Background: an optimization exercise with open tools, aiming at small area, a short achievable clock period and few clock cycles. Do not read the settings as production practice. At most, simulation tests tie the RTL to the original design; equivalence was not proved.

==> trial 57: inputs <==
==> flow/design.v (excerpt) <==
module save_slot_pacer_top #(
	parameter int SKIP_DEPTH = 16
) (
	input  logic                         clk,
	input  logic                         arst_n,
	input  logic                         psel,
	input  logic                         penable,
	input  logic                         pwrite,
	input  logic [ssp_pkg::APB_AW-1:0]   paddr,
	input  logic [31:0]                  pwdata,
	output logic [31:0]                  prdata,
	output logic                         pready,
	input  logic                         s_tvalid,
	output logic                         s_tready,
	input  logic [ssp_pkg::IN_W-1:0]     s_tdata,
	input  logic [1:0]                   s_tuser,
	output logic                         m_tvalid,
	input  logic                         m_tready,
	output logic [ssp_pkg::OUT_W-1:0]    m_tdata
);
	localparam int CNT_W  = $clog2(SKIP_DEPTH + 1);
	localparam int SLOT_W = ssp_pkg::SLOT_W;
	localparam int ACC_W  = ssp_pkg::ACC_W;
	localparam int CW     = ssp_pkg::CNT16_W;
	localparam int X_W    = ssp_pkg::X_W;
	localparam int P_W    = ssp_pkg::P_W;
	localparam int QW     = ssp_pkg::DQ_W;
	localparam int L_W    = ssp_pkg::L_W;
	localparam int DW     = ssp_pkg::DIVI_W;
	localparam int SH_W   = ssp_pkg::SH_W;
	localparam int S_IDLE  = 0;
	localparam int S_SETUP = 1;
	localparam int S_DIV   = 2;
	localparam int S_LOOP  = 3;
	localparam int S_CHECK = 4;
	localparam int S_FIN   = 5;
	localparam int S_N     = 6;
	logic [S_N-1:0]                st_q;
	logic [ssp_pkg::STEP_W-1:0]    step_ms_q;
	logic [ssp_pkg::CAP_W-1:0]     diff_cap_q;
	logic [SLOT_W-1:0]             ctr_q;      
	logic [2:0]                    adv_q;      
	logic [SLOT_W-1:0]             ctr;        
	logic [SLOT_W-1:0]             ceil_q;
	logic [ACC_W-1:0]              acc_q;
	logic                          mv_q;
	logic                          dropped_q;
	logic [DW-1:0]                 cl_q;       
	logic [DW+1:0]                 cl3_q;      
	logic [DW+2:0]                 cl5_q;      
	logic [DW+2:0]                 cl7_q;      
	logic [4:0]                    lenc_q;     
	logic [3:0]                    lenx_q;     
	logic [QW-1:0]                 dq_q;       
	logic [QW-1:0]                 qo_q;       
	logic [SH_W-1:0]               sh_q;       
	logic [3:0]                    k_q;        
	logic [L_W-1:0]                lc_q;       
  ...
export LEC_CHECK = 0
export CAP_MARGIN = 20
export CORE_MARGIN = 2
export CORE_UTILIZATION = 40
export SETUP_SLACK_MARGIN = 3.6
export SLEW_MARGIN = 20
export TNS_END_PERCENT = 5
create_clock -name core_clock -period 8.0 [get_ports {clk}]
run.sh (not shown) runs the stock make flow with config.mk's settings and CLKGATE_MAP_FILE= SYNTH_SCRIPT=/design/flow/synth_recipe.tcl, a recipe that flattens the netlist after the stock synthesis.
==> build 59 (differences from trial 57) <==
ABC_AREA = 1   (was unset)
SETUP_SLACK_MARGIN = 3.0   (was 3.6)
==> build 70 (differences from trial 57) <==
ABC_AREA = 1   (was unset)
SETUP_SLACK_MARGIN = 2.6   (was 3.6)
==> comparison table <==
Status: build 59 no timing/DRC/antenna violations; trial 57 no timing/DRC/antenna violations; build 70 no timing/DRC/antenna violations
Total Routed Length: build 59 217,000 um; trial 57 223,000 um; build 70 216,000 um
Transition at the pin with the smallest max-transition slack: build 59 1080 ps; trial 57 1110 ps; build 70 1110 ps
Critical Path Fanout Max: build 59 6; trial 57 5; build 70 6
GRT met3 Usage: build 59 4.02%; trial 57 4.46%; build 70 4.23%
Via count normalized by instance count: build 59 5.62; trial 57 6.04; build 70 5.58
Most used cell, CP: build 59 sky130_fd_sc_hd__nand2_1; trial 57 sky130_fd_sc_hd__buf_6; build 70 sky130_fd_sc_hd__nand3_1
Portion of the layout cell area used by clock cells: build 59 4.60%; trial 57 4.33%; build 70 4.64%
Non-clock buffer count in the final layout: build 59 441; trial 57 582; build 70 385
Reg2Reg Setup Slack: build 59 2940 ps; trial 57 3020 ps; build 70 2630 ps
Clock buffer instance count of the final layout: build 59 123; trial 57 121; build 70 115
Post-Syn Area: build 59 62,100 um2; trial 57 62,600 um2; build 70 62,100 um2
Post-route standard cell area excluding fillers: build 59 72,400 um2; trial 57 76,100 um2; build 70 71,100 um2
Routability Congestion: build 59 0.991; trial 57 0.982; build 70 0.947
Proportion of synthesized chip area in sequential cells: build 59 39.8%; trial 57 39.5%; build 70 39.8%
Clock latency on the worst-skew pair: build 59 760 ps; trial 57 770 ps; build 70 750 ps
Logic depth of the worst register-to-register path: build 59 38; trial 57 23; build 70 30
Utilization after layout: build 59 47.0%; trial 57 48.8%; build 70 46.1%
M1 GR Usage: build 59 38.2%; trial 57 36.6%; build 70 38.3%
Post-detailed-route wirelength per cell: build 59 21.9 um; trial 57 25.5 um; build 70 21.9 um
Worst slew margin relative to its limit: build 59 28.0%; trial 57 25.2%; build 70 25.3%
Area occupied by multi-input gates: build 59 33,800 um2; trial 57 38,000 um2; build 70 33,200 um2
Data-path buffer share of cell area in the final layout: build 59 5.53%; trial 57 7.05%; build 70 4.81%
Testbench counts of trial 57, summed over its fixed seeds: cycles 19,164.
Testbench counts of build 59, summed over its fixed seeds: cycles 19,164.
Testbench counts of build 70, summed over its fixed seeds: cycles 19,164.

========
==> run a: inputs <==
save_slot_pacer_top, a different RTL version from the one above (not shown whole).
Settings: LEC_CHECK=0, CAP_MARGIN=20, CORE_MARGIN=2, CORE_UTILIZATION=40, SLEW_MARGIN=20; clock period 8.0 ns.
==> inputs of run b, as changes to run a <==
--- a/flow/design.v
+++ b/flow/design.v
@@ -2,20 +2,19 @@
 	localparam int STEP_W  = 10;
 	localparam int CAP_W   = 16;
 	localparam int CNT16_W = 16;
 	localparam int ACC_W   = 17;
 	localparam int SLOT_W  = 32;
 	localparam int PEND_W  = 5;
 	localparam int X_W     = 13;    
 	localparam int P_W     = 22;    
-	localparam int Q_W     = 18;    
-	localparam int DV_W    = 18;    
-	localparam int L_W     = 17;    
-	localparam int J_N     = 17;    
+	localparam int DQ_W    = 20;    
+	localparam int L_W     = 8;     
+	localparam int J_N     = 7;     
 	localparam int IN_W    = 80;
 	localparam int OUT_W   = 72;
 	localparam int APB_AW  = 3;
 	localparam logic [1:0] OP_TICK  = 2'd0;
 	localparam logic [1:0] OP_RAISE = 2'd1;
 	localparam logic [1:0] OP_SKIP  = 2'd2;
 	localparam logic [1:0] OP_NOP   = 2'd3;
 	localparam logic REG_STEP_MS  = 1'b0;
@@ -99,21 +98,31 @@
 		end else if (push) begin
 			count_q <= count_q + 1'b1;
 		end else if (pop) begin
 			head_q  <= head_q + 1'b1;
 			count_q <= count_q - 1'b1;
 		end
 	end
 	always_ff @(posedge clk) begin
-		if (push) begin
+		if (!count_q[CNT_W-1]) begin
 			mem_q[tail] <= push_data;
 		end
 	end
-	assign head_data = mem_q[head_q];
+	logic [ssp_pkg::SLOT_W-1:0] head_rd_q;
+	logic [IDX_W-1:0]           head_nx;
+	assign head_nx = head_q + 1'b1;
+	always_ff @(posedge clk) begin
+		if (push && (count_q == '0)) begin
+			head_rd_q <= push_data;
+		end else if (pop) begin
+			head_rd_q <= mem_q[head_nx];
+		end
+	end
+	assign head_data = head_rd_q;
 	assign count     = count_q;
 	assign empty     = (count_q == '0);
 	assign full      = count_q[CNT_W-1];
 endmodule
 module save_slot_pacer_top #(
 	parameter int SKIP_DEPTH = 16
 ) (
 	input  logic                         clk,
@@ -134,38 +143,37 @@
 	output logic [ssp_pkg::OUT_W-1:0]    m_tdata
 );
 	localparam int CNT_W  = $clog2(SKIP_DEPTH + 1);
 	localparam int SLOT_W = ssp_pkg::SLOT_W;
 	localparam int ACC_W  = ssp_pkg::ACC_W;
 	localparam int CW     = ssp_pkg::CNT16_W;
 	localparam int X_W    = ssp_pkg::X_W;
 	localparam int P_W    = ssp_pkg::P_W;
+	localparam int QW     = ssp_pkg::DQ_W;
 	localparam int L_W    = ssp_pkg::L_W;
 	localparam int J_N    = ssp_pkg::J_N;
-	localparam int QW     = 20;                
 	localparam logic [2:0] ST_IDLE  = 3'd0;
 	localparam logic [2:0] ST_SETUP = 3'd1;
 	localparam logic [2:0] ST_DIV   = 3'd2;
 	localparam logic [2:0] ST_LOOP  = 3'd3;
 	localparam logic [2:0] ST_CHECK = 3'd4;
 	localparam logic [2:0] ST_FIN   = 3'd5;
 	logic [2:0]                    st_q;
 	logic [ssp_pkg::STEP_W-1:0]    step_ms_q;
 	logic [ssp_pkg::CAP_W-1:0]     diff_cap_q;
 	logic [SLOT_W-1:0]             ctr_q;
 	logic [SLOT_W-1:0]             ceil_q;
 	logic [ACC_W-1:0]              acc_q;
 	logic                          mv_q;
 	logic                          dropped_q;
 	logic [CW-1:0]                 cl_q;       
 	logic [CW+1:0]                 cl3_q;      
-	logic [QW-1:0]                 dv_q;       
+	logic [QW-1:0]                 dq_q;       
 	logic [CW-1:0]                 rem_q;      
-	logic [QW-1:0]                 quo_q;      
 	logic [3:0]                    k_q;        
 	logic [L_W-1:0]                lc_q;       
 	logic [L_W-1:0]                lh_q;       
 	logic                          first_q;    
 	logic cfg_wr;
 	assign pready = 1'b1;
 	assign cfg_wr = psel & penable & pwrite;
 	always_comb begin
@@ -201,136 +209,173 @@
 		.push_data (s_tdata[79:48]),
 		.head_data (head),
 		.count     (q_cnt),
 		.empty     (q_empty),
 		.full      (q_full)
 	);
 	logic [1:0]        op;
 	logic [15:0]       in_el, in_cl, in_amt;
-	logic              gt, fire, fin_now, is_tick, t_clear, t_long;
+	logic [SLOT_W:0]   diff_w;       
+	logic [SLOT_W-1:0] diff;
+	logic              gt, stop_c;
+	logic              fire, fin_now, ge0, is_tick, t_clear, t_long;
 	logic [ACC_W:0]    acc_sum;
 	logic [X_W-1:0]    x_in;
+	logic [X_W+1:0]    x3_in;
 	logic [X_W-1:0]    step3, step7;
+	logic [X_W+1:0]    step9, step21;
 	assign op     = s_tuser;
 	assign in_el  = s_tdata[15:0];
 	assign in_cl  = s_tdata[31:16];
 	assign in_amt = s_tdata[47:32];
-	assign gt      = ceil_q > ctr_q;
+	assign diff_w = {1'b0, ceil_q} - {1'b0, ctr_q};
+	assign diff   = diff_w[SLOT_W-1:0];
+	assign stop_c = diff_w[SLOT_W];                   
+	assign gt     = ~diff_w[SLOT_W] & (|diff);        
 	assign is_tick = (op == ssp_pkg::OP_TICK);
 	assign t_clear = is_tick & gt & (in_cl == '0);
 	assign t_long  = is_tick & gt & (in_cl != '0);
 	assign s_tready = ((st_q == ST_IDLE) & (~mv_q | m_tready)) | (fin_now & m_tready);
 	assign fire     = s_tvalid & s_tready;
 	assign m_tvalid = mv_q | fin_now;
 	assign q_push  = fire & (op == ssp_pkg::OP_SKIP) & ~q_full;
 	assign q_clear = fire & t_clear;
 	assign acc_sum = {1'b0, acc_q} + (ACC_W + 1)'(in_el);
-	assign step3 = X_W'(step_ms_q) + X_W'({step_ms_q, 1'b0});
-	assign step7 = X_W'({step_ms_q, 3'b000}) - X_W'(step_ms_q);
+	assign step3  = X_W'(step_ms_q) + X_W'({step_ms_q, 1'b0});
+	assign step7  = X_W'({step_ms_q, 3'b000}) - X_W'(step_ms_q);
+	assign step9  = (X_W + 2)'({step_ms_q, 3'b000}) + (X_W + 2)'(step_ms_q);
+	assign step21 = (X_W + 2)'(step7) + (X_W + 2)'({step7, 1'b0});
 	always_comb begin
 		case (ssp_pkg::tier_m(in_cl))
-			4'd2:    x_in = X_W'({step_ms_q, 1'b0});
-			4'd3:    x_in = step3;
-			4'd4:    x_in = X_W'({step_ms_q, 2'b00});
-			4'd6:    x_in = X_W'({step3, 1'b0});
-			4'd7:    x_in = step7;
-			default: x_in = X_W'({step_ms_q, 3'b000});
+			4'd2: begin
+				x_in  = X_W'({step_ms_q, 1'b0});
+				x3_in = (X_W + 2)'({step3, 1'b0});
+			end
+			4'd3: begin
+				x_in  = step3;
+				x3_in = step9;
+			end
+			4'd4: begin
+				x_in  = X_W'({step_ms_q, 2'b00});
+				x3_in = (X_W + 2)'({step3, 2'b00});
+			end
+			4'd6: begin
+				x_in  = X_W'({step3, 1'b0});
+				x3_in = (X_W + 2)'({step9, 1'b0});
+			end
+			4'd7: begin
+				x_in  = step7;
+				x3_in = step21;
+			end
+			default: begin
+				x_in  = X_W'({step_ms_q, 3'b000});
+				x3_in = (X_W + 2)'({step3, 3'b000});
+			end
 		endcase
 	end
-	logic [SLOT_W-1:0] diff;         
 	logic [CW:0]       allow;
 	logic              clamp;
 	logic [P_W-1:0]    prod;
 	logic [4:0]        len_x, len_c, len_a;
-	logic signed [6:0] e_ub;
+	logic signed [6:0] e_ub, len_a_s;
 	logic              skip_div;
 	logic [3:0]        steps;
 	logic [CW-1:0]     rem0;
 	logic [QW-1:0]     dv0;
 	logic [SLOT_W:0]   head_gap;     
 	logic              head_le;      
-	logic [L_W-1:0]    lh_new, lc_chk;
-	assign diff  = ceil_q - ctr_q;
+	logic [L_W-1:0]    lh_new, lc_chk, lc_setup;
+	logic [SLOT_W-1:0] lc_src;
 	assign allow = (CW + 1)'(cl_q) + (CW + 1)'(q_cnt);
 	assign clamp = diff > SLOT_W'(allow);
-	assign prod  = P_W'(dv_q[X_W-1:0]) * P_W'(500);
-	assign len_x = ssp_pkg::bit_len22(22'(dv_q[X_W-1:0]));
+	assign prod  = P_W'({dq_q[X_W-1:0], 9'b0}) - P_W'({rem_q[X_W+1:0], 2'b00});
+	assign len_x = ssp_pkg::bit_len22(22'(dq_q[X_W-1:0]));
 	assign len_c = ssp_pkg::bit_len22(22'(cl_q));
 	assign len_a = ssp_pkg::bit_len22(22'(acc_q));
 	assign e_ub     = 7'(len_x) - 7'(len_c) + 7'sd10;
-	assign skip_div = (len_x != '0) && (e_ub - 7'sd3 >= $signed({2'b00, len_a}));
+	assign len_a_s  = 7'(len_a);
+	assign skip_div = (len_x != '0) && (e_ub - 7'sd3 >= len_a_s);
 	assign steps    = (e_ub <= 7'sd0) ? 4'd0 : 4'((e_ub + 7'sd1) >>> 1);
 	always_comb begin
 		rem0 = '0;
 		dv0  = '0;
-		for (int s = 0; s <= 10; s++) begin
+		for (int s = 0; s <= QW / 2; s++) begin
 			if (steps == 4'(s)) begin
 				rem0 = CW'(prod >> (2 * s));
-				dv0  = QW'({prod, 20'b0} >> (2 * s));
+				dv0  = QW'({prod, QW'(0)} >> (2 * s));
 			end
 		end
 	end
 	assign head_gap = {1'b0, head} - {1'b0, ctr_q} - 33'd1;
-	assign head_le  = head <= ctr_q;
+	assign head_le  = head_gap[SLOT_W];
 	assign lh_new   = q_empty ? '1 :
 	                  head_le ? '0 :
-	                  (|head_gap[SLOT_W:L_W]) ? '1 : head_gap[L_W-1:0];
+	                  (|head_gap[SLOT_W-1:L_W]) ? '1 : head_gap[L_W-1:0];
+	assign lc_src   = clamp ? SLOT_W'(allow) : diff;
+	assign lc_setup = (|lc_src[SLOT_W-1:L_W]) ? '1 : lc_src[L_W-1:0];
 	assign lc_chk   = (|diff[SLOT_W-1:L_W]) ? '1 : diff[L_W-1:0];
 	logic [1:0]    digit;
 	logic [CW-1:0] rem_nx;
-	logic [QW-1:0] quo_nx;
+	logic [QW-1:0] dq_nx;
 	ssp_div u_div (
 		.rem_in   (rem_q),
-		.bits     (dv_q[QW-1:QW-2]),
+		.bits     (dq_q[QW-1:QW-2]),
 		.divisor  (cl_q),
 		.divisor3 (cl3_q),
 		.digit    (digit),
 		.rem_out  (rem_nx)
 	);
 	always_comb begin
-		quo_nx = {quo_q[QW-3:0], digit};
-		if ((k_q == 4'd1) && (quo_q[QW-3:0] == '0) && (digit[1] == 1'b0)) begin
-			quo_nx[0] = 1'b1;
+		dq_nx = {dq_q[QW-3:0], digit};
+		if ((k_q == 4'd1) && (dq_q[QW-3:0] == '0) && (digit[1] == 1'b0)) begin
+			dq_nx[0] = 1'b1;
 		end
 	end
 	logic              i_big;
 	logic [J_N-1:0]    ge, lim, ok, oh;
 	logic [ACC_W:0]    dj [J_N];
 	logic [ACC_W-1:0]  chunk_acc;
 	logic [ACC_W-1:0]  one_acc;      
 	logic [J_N-1:0]    n_adv;
 	logic              single;
-	assign i_big = |quo_q[QW-1:ACC_W];
+	assign i_big = |dq_q[QW-1:ACC_W];
+	assign ge0   = ~i_big & (dq_q[ACC_W-1:0] <= acc_q);
 	always_comb begin
 		for (int j = 0; j < J_N; j++) begin
 			logic [2*ACC_W-1:0] ish;
-			ish   = (2 * ACC_W)'(quo_q[ACC_W-1:0]) << j;
-			dj[j] = {1'b0, acc_q} - {1'b0, ish[ACC_W-1:0]};
-			ge[j] = ~i_big & ~(|ish[2*ACC_W-1:ACC_W]) & ~dj[j][ACC_W];
+			ish    = (2 * ACC_W)'(dq_q[ACC_W-1:0]) << j;
+			dj[j]  = {1'b0, acc_q} - {1'b0, ish[ACC_W-1:0]};
+			ge[j]  = ~i_big & ~(|ish[2*ACC_W-1:ACC_W]) & ~dj[j][ACC_W];
 			lim[j] = (|(lc_q >> j)) & (|(lh_q >> j));
 		end
 	end
 	assign ok = ge & lim;
 	assign oh = ok & ~(ok >> 1);
 	always_comb begin
 		chunk_acc = '0;
 		for (int j = 0; j < J_N; j++) begin
 			chunk_acc = chunk_acc | ({ACC_W{oh[j]}} & dj[j][ACC_W-1:0]);
 		end
 	end
 	assign one_acc = (first_q && (dj[0][ACC_W-1:0] > ACC_W'(diff_cap_q))) ? ACC_W'(diff_cap_q)
 	                                                                    : dj[0][ACC_W-1:0];
-	assign single  = first_q | ~lim[0];
+	assign single  = first_q | ~lim[0] | (st_q != ST_LOOP);
 	assign n_adv   = single ? J_N'(1) : oh;
-	logic pop_c, stop_c;
+	logic [J_N:0]          ctr_lo;
+	logic [SLOT_W-J_N-1:0] ctr_hi_inc;
+	logic [SLOT_W-1:0]     ctr_adv, ceil_clamp;
+	assign ctr_lo     = {1'b0, ctr_q[J_N-1:0]} + {1'b0, n_adv};
+	assign ctr_hi_inc = ctr_q[SLOT_W-1:J_N] + 1'b1;
+	assign ctr_adv    = {ctr_lo[J_N] ? ctr_hi_inc : ctr_q[SLOT_W-1:J_N], ctr_lo[J_N-1:0]};
+	assign ceil_clamp = ctr_q + SLOT_W'(allow);
+	logic pop_c;
 	assign pop_c  = ~q_empty & head_le;
-	assign stop_c = ctr_q > ceil_q;
 	assign q_pop  = (st_q == ST_CHECK) & pop_c;
-	assign fin_now = ((st_q == ST_LOOP) & ~ge[0]) | (st_q == ST_FIN);
+	assign fin_now = ((st_q == ST_LOOP) & ~ge0) | (st_q == ST_FIN);
 	always_ff @(posedge clk or negedge arst_n) begin
 		if (!arst_n) begin
 			st_q   <= ST_IDLE;
 			ctr_q  <= '0;
 			ceil_q <= '0;
 			acc_q  <= '0;
 			mv_q   <= 1'b0;
 		end else begin
@@ -351,35 +396,35 @@
 			end else if (fin_now) begin
 				if (m_tready) begin
 					st_q <= ST_IDLE;
 				end
 			end else begin
 				case (st_q)
 					ST_SETUP: begin
 						if (clamp) begin
-							ceil_q <= ctr_q + SLOT_W'(allow);
+							ceil_q <= ceil_clamp;
 						end
 						st_q <= (skip_div || steps == 4'd0) ? ST_LOOP : ST_DIV;
 					end
 					ST_DIV: begin
 						if (k_q == 4'd1) begin
 							st_q <= ST_LOOP;
 						end
 					end
 					ST_LOOP: begin
-						ctr_q <= ctr_q + SLOT_W'(n_adv);
+						ctr_q <= ctr_adv;
 						acc_q <= single ? one_acc : chunk_acc;
 						if (!lim[0]) begin
 							st_q <= ST_CHECK;
 						end
 					end
 					ST_CHECK: begin
 						if (pop_c) begin
-							ctr_q <= ctr_q + 1'b1;
+							ctr_q <= ctr_adv;
 						end else if (stop_c) begin
 							acc_q <= '0;
 							st_q  <= ST_FIN;
 						end else begin
 							st_q <= ST_LOOP;
 						end
 					end
 					default: begin
@@ -388,33 +433,32 @@
 				endcase
 			end
 		end
 	end
 	always_ff @(posedge clk) begin
 		if (fire) begin
 			dropped_q <= (op == ssp_pkg::OP_SKIP) & q_full;
 			cl_q      <= in_cl;
-			dv_q      <= QW'(x_in);
+			dq_q      <= QW'(x_in);
+			rem_q     <= CW'(x3_in);
 		end else if (!fin_now) begin
 			case (st_q)
 				ST_SETUP: begin
 					cl3_q   <= (CW + 2)'(cl_q) + (CW + 2)'({cl_q, 1'b0});
 					rem_q   <= rem0;
-					dv_q    <= dv0;
+					dq_q    <= skip_div ? '1 : (steps == 4'd0) ? QW'(1) : dv0;
 					k_q     <= steps;
-					quo_q   <= skip_div ? '1 : (steps == 4'd0) ? QW'(1) : '0;
 					first_q <= 1'b1;
-					lc_q    <= clamp ? L_W'(allow) : diff[L_W-1:0];
+					lc_q    <= lc_setup;
 					lh_q    <= lh_new;
 				end
 				ST_DIV: begin
 					rem_q <= rem_nx;
-					dv_q  <= {dv_q[QW-3:0], 2'b00};
-					quo_q <= quo_nx;
+					dq_q  <= dq_nx;
 					k_q   <= k_q - 1'b1;
 				end
 				ST_LOOP: begin
 					first_q <= 1'b0;
 					lc_q    <= lc_q - L_W'(n_adv);
 					lh_q    <= lh_q - L_W'(n_adv);
 				end
 				ST_CHECK: begin
==> flow_summary.toml <==
[yosys]
synth_sequential_area_ratio_pct = 38.1
avgSynthCellArea_sq_um = 10.0
synthesis.instances = 5805
synth-simple-area-share_pct = 12.5

[final_layout]
seq_share_pct = 33.9
area_delta_synth_final_pct = 12.7

[worst_setup_path]
crit_path_start = "quo_q[0]"
worstPathArrival_ns = 7.94
slowest_stage = "edfxtp_1"

[placed_design]
dp_cells = 7827

[global_route]
grtUsageMet3_pct = 4.07

[route]
wl_per_cell_um = 23.8

[status]
status = "no timing/DRC/antenna violations"
# the run above: run a

==> flow_summary.toml <==
[final_layout]
seq_share_pct = 36.8
final_util_pct = 45.7
area_delta_synth_final_pct = 13.7

[yosys]
avgSynthCellArea_sq_um = 10.7
synthesis.instances = 4916
synth_sequential_area_ratio_pct = 41.9
synth-simple-area-share_pct = 11.5

[status]
status = "no timing/DRC/antenna violations"

[placed_design]
dp_cells = 6787

[clock_network]
clk_latency_ns = 0.72

[worst_setup_path]
slowest_stage = "or4b_2"
crit_path_start = "acc_q[1]"
worstPathArrival_ns = 7.64

[global_route]
grtUsageMet3_pct = 4.79
# the run above: run b

Testbench counts of run b, summed over its fixed seeds: cycles 21,914.
Only the layout flow was run in run a; the RTL was not checked for function there.

[static timing again, ports no longer ideal]
How much do the figures lean on ideal ports? The routed layouts below were timed once more, with nothing changed but the port constraints. Step 1, drivers: a clkbuf_16 drives clk and a buf_2 each remaining input, both assumed. Step 2 adds t to the input delays and takes it off the output delays; t is the mean of the earliest and latest rising clock arrival at the registers after step 1. Input paths then give back, and output paths get back, about the clock's delay inside the block. a / b / c = ideal / step 1 / step 2; a / b = the first two.
run | t, ns | setup WS [ns] | latest minus earliest clock arrival (ns) | slew at the worst register clock pin (ns) | pins driven straight from the clock port
trial 57 | 0.811 | 2.951 / 2.868 / 2.218 | 0.085 / 0.085 | 0.06 / 0.06 | 1
build 59 | 0.804 | 2.888 / 2.811 / 2.133 | 0.062 / 0.063 | 0.07 / 0.07 | 1
build 70 | 0.789 | 2.477 / 2.398 / 1.850 | 0.081 / 0.081 | 0.07 / 0.07 | 1
run a | 0.785 | 0.674 / 0.674 / 0.674 | 0.096 / 0.095 | 0.07 / 0.07 | 1
run b | 0.764 | 0.996 / 0.996 / 0.996 | 0.070 / 0.069 | 0.07 / 0.07 | 1
After both steps setup and hold are still met in every run listed. For build 59, which loses most, drivers alone change the setup slack by -0.077 ns; drivers and shift together by -0.755 ns.
